Source: an optimization exercise on an open RTL-to-GDS flow (aim: small area and a short achievable clock period). Production flows keep margins and buffers that such runs may drop. In this exercise RTL edits were held to simulation tests only and were not proved equivalent to the original. Power and IR drop assume default switching activity.

rev 12:
Design fir_reload_ctrl, start of the top module:
module fir_reload_ctrl #(
    parameter int          NUM_TAPS      = 129,
    parameter int          COEFF_WIDTH   = 16,
    parameter logic [7:0]  SR_COEFF_IDX  = 8'd128,
    parameter logic [7:0]  SR_COEFF_DATA = 8'd129,
    parameter logic [7:0]  SR_COMMIT     = 8'd130
) (
    input  logic                   ce_clk,
    input  logic                   ce_rst_n,
    input  logic                   set_stb,
    input  logic [7:0]             set_addr,
    input  logic [31:0]            set_data,
    output logic [COEFF_WIDTH-1:0] o_reload_tdata,
    output logic                   o_reload_tlast,
    output logic                   o_reload_tvalid,
    input  logic                   o_reload_tready,
    output logic [7:0]             o_config_tdata,
    output logic                   o_config_tvalid,
    input  logic                   o_config_tready,
    output logic                   busy,
    output logic [15:0]            reload_count,
    output logic [1:0]             err,
    output logic [31:0]            checksum
);
clock: 5.0 ns
lec_check: 0
cap_margin: 20
core_margin: 2
core_utilization: 45
cts_cluster_diameter: 90
cts_cluster_size: 28
place_density: 0.55
setup_slack_margin: 2.75
slew_margin: 20
tns_end_percent: 100
run.sh (not shown) runs the stock make flow with config.mk's settings and CLKGATE_MAP_FILE= SYNTH_SCRIPT=/design/flow/synth_recipe.tcl, a recipe that flattens the netlist after the stock synthesis.
Input changes introduced in rev 13 (baseline for comparison: rev 12):
diff --git a/flow/design.v b/flow/design.v
--- a/flow/design.v
+++ b/flow/design.v
@@ -49,84 +49,84 @@
             cvalid_q <= 1'b0;
         end else begin
             prime_q <= start;
             if (start)          busy_q <= 1'b1;
             else if (config_hs) busy_q <= 1'b0;
             if (prime_q)                   tvalid_q <= 1'b1;
             else if (reload_hs && tlast_q) tvalid_q <= 1'b0;
             if (reload_hs && tlast_q)      cvalid_q <= 1'b1;
             else if (config_hs)            cvalid_q <= 1'b0;
             if (load)                      tlast_q  <= !prime_q && s1_bank_q[NB];
         end
     end
-    logic [COEFF_WIDTH-1:0] ram [NUM_TAPS];
+    logic [COEFF_WIDTH-1:0] ram_n [NUM_TAPS];    
     logic [7:0]             wr_idx_q;
-    logic [8:0]             pw_hi_q;
-    logic [15:0]            pw_lo_q;
+    logic [8:0]             pw_hi_n_q;
+    logic [15:0]            pw_lo_n_q;
     logic [COEFF_WIDTH-1:0] pw_data_q;
     always_ff @(posedge ce_clk) begin
         for (int h = 0; h < 9; h++)
-            pw_hi_q[h] <= idle && data_stb && ({1'b0, wr_idx_q} < TAP_CNT) && (wr_idx_q[7:4] == 4'(h));
+            pw_hi_n_q[h] <= !(idle && data_stb && ({1'b0, wr_idx_q} < TAP_CNT) && (wr_idx_q[7:4] == 4'(h)));
         for (int l = 0; l < 16; l++)
-            pw_lo_q[l] <= (wr_idx_q[3:0] == 4'(l));
+            pw_lo_n_q[l] <= (wr_idx_q[3:0] != 4'(l));
         pw_data_q <= set_data[COEFF_WIDTH-1:0];
     end
     always_ff @(posedge ce_clk) begin
         for (int i = 0; i < NUM_TAPS; i++)
-            if (pw_hi_q[i / 16] && pw_lo_q[i % 16]) ram[i] <= pw_data_q;
+            if (!(pw_hi_n_q[i / 16] || pw_lo_n_q[i % 16])) ram_n[i] <= ~pw_data_q;
     end
     always_ff @(posedge ce_clk or negedge ce_rst_n) begin
         if (!ce_rst_n) begin
             wr_idx_q <= '0;
         end else if (idle && idx_stb) begin
             wr_idx_q <= set_data[7:0];
         end else if (idle && data_stb) begin
             wr_idx_q <= (wr_idx_q == LAST_TAP) ? 8'd0 : wr_idx_q + 8'd1;
         end
     end
-    logic [BW-1:0]          rd_sel_q;
+    logic [BW-1:0]          rd_sel_n_q;
     logic [NB:0]            rd_bank_q;
     logic [COEFF_WIDTH-1:0] s1_d [NB];
     logic [COEFF_WIDTH-1:0] s1_q [NB];
     logic [COEFF_WIDTH-1:0] s2_word;
     logic [COEFF_WIDTH-1:0] tdata_q;
     always_ff @(posedge ce_clk) begin
         if (idle) begin
-            rd_sel_q  <= BW'(2);
+            rd_sel_n_q <= {{(BW-2){1'b1}}, 2'b01};
             rd_bank_q <= (NB+1)'(1);
         end else if (load) begin
-            rd_sel_q <= {rd_sel_q[BW-2:0], rd_sel_q[BW-1]};
-            if (rd_sel_q[BW-1]) rd_bank_q <= {rd_bank_q[NB-1:0], rd_bank_q[NB]};
+            rd_sel_n_q <= {rd_sel_n_q[BW-2:0], rd_sel_n_q[BW-1]};
+            if (!rd_sel_n_q[BW-1]) rd_bank_q <= {rd_bank_q[NB-1:0], rd_bank_q[NB]};
         end
     end
     always_comb begin
         for (int b = 0; b < NB; b++) begin
             s1_d[b] = '0;
             for (int i = 0; i < BW; i++)
-                s1_d[b] = s1_d[b] | ({COEFF_WIDTH{rd_sel_q[i]}} & ram[b * BW + i]);
+                s1_d[b] = s1_d[b] | ~({COEFF_WIDTH{rd_sel_n_q[i]}} | ram_n[b * BW + i]);
         end
     end
     always_ff @(posedge ce_clk) begin
         if (load) begin
             for (int b = 0; b < NB; b++) s1_q[b] <= s1_d[b];
             s1_bank_q <= rd_bank_q;
         end
     end
     always_comb begin
-        s2_word = {COEFF_WIDTH{s1_bank_q[NB]}} & ram[NUM_TAPS-1];
+        s2_word = {COEFF_WIDTH{s1_bank_q[NB]}} & ~ram_n[NUM_TAPS-1];
         for (int b = 0; b < NB; b++)
             s2_word = s2_word | ({COEFF_WIDTH{s1_bank_q[b]}} & s1_q[b]);
     end
     always_ff @(posedge ce_clk) begin
-        if (load) tdata_q <= prime_q ? ram[0] : s2_word;
+        if (load) tdata_q <= prime_q ? ~ram_n[0] : s2_word;
     end
     logic [7:0]  cfg_word_q;
     logic [15:0] count_q;
     logic [1:0]  err_q, err_d;
     always_ff @(posedge ce_clk) begin
         if (start) cfg_word_q <= set_data[7:0];
     end
     always_ff @(posedge ce_clk or negedge ce_rst_n) begin
         if (!ce_rst_n)      count_q <= '0;
         else if (config_hs) count_q <= count_q + 16'd1;
     end
     always_comb begin
==> run summary <==
Looking at the reports, rev 13 completed the entire flow and the layout it produced met the timing, design-rule and antenna checks.
met1 layer usage reported by global route was higher in rev 13 than in rev 12.
Side by side, layout clock buffer count turned out higher in rev 13 than in rev 12.
Looking at design area, rev 13 sits 1.9% higher than rev 12 does.
Diff rev 12 -> rev 13 | clock share of power | decrease of 1.0 points
Of rev 13 and rev 12, the lower first-pass GRT wire length belongs to rev 12.
Synthesized-area fraction occupied by and/or/nand/nor cells is higher on rev 12
Count of nets after finishing (rev 13 over rev 12): increase, about 5.3%
Met2 routing resource usage after global routing: rev 13 vs rev 12 up 0.28 points

## separate check: timing with driven ports
How much do the figures lean on ideal ports? The routed layouts below were timed once more, with nothing changed but the port constraints.
Step 1, drivers: a clkbuf_16 drives ce_clk and a buf_2 each remaining input, both assumed.
Step 2, shift: input delay + t, output delay - t, t = (earliest + latest rising clock arrival at the registers) / 2. This alone moves slack from input paths to output paths.
Three values: ideal ports, drivers, drivers and shift; two values: the first two.
run	shift t [ns]	setup WS [ns]	worst hold slack (ns)	pins driven straight from the clock port
rev 12	0.838	2.575 / 2.493 / 2.065	0.112 / 0.050 / 0.475	1
rev 13	0.843	2.569 / 2.485 / 2.044	0.039 / -0.020 / 0.447	1
After both steps setup and hold are still met in every run listed. The setup slack of rev 13, which loses most, moves by -0.084 ns with the drivers and by -0.525 ns with both steps.
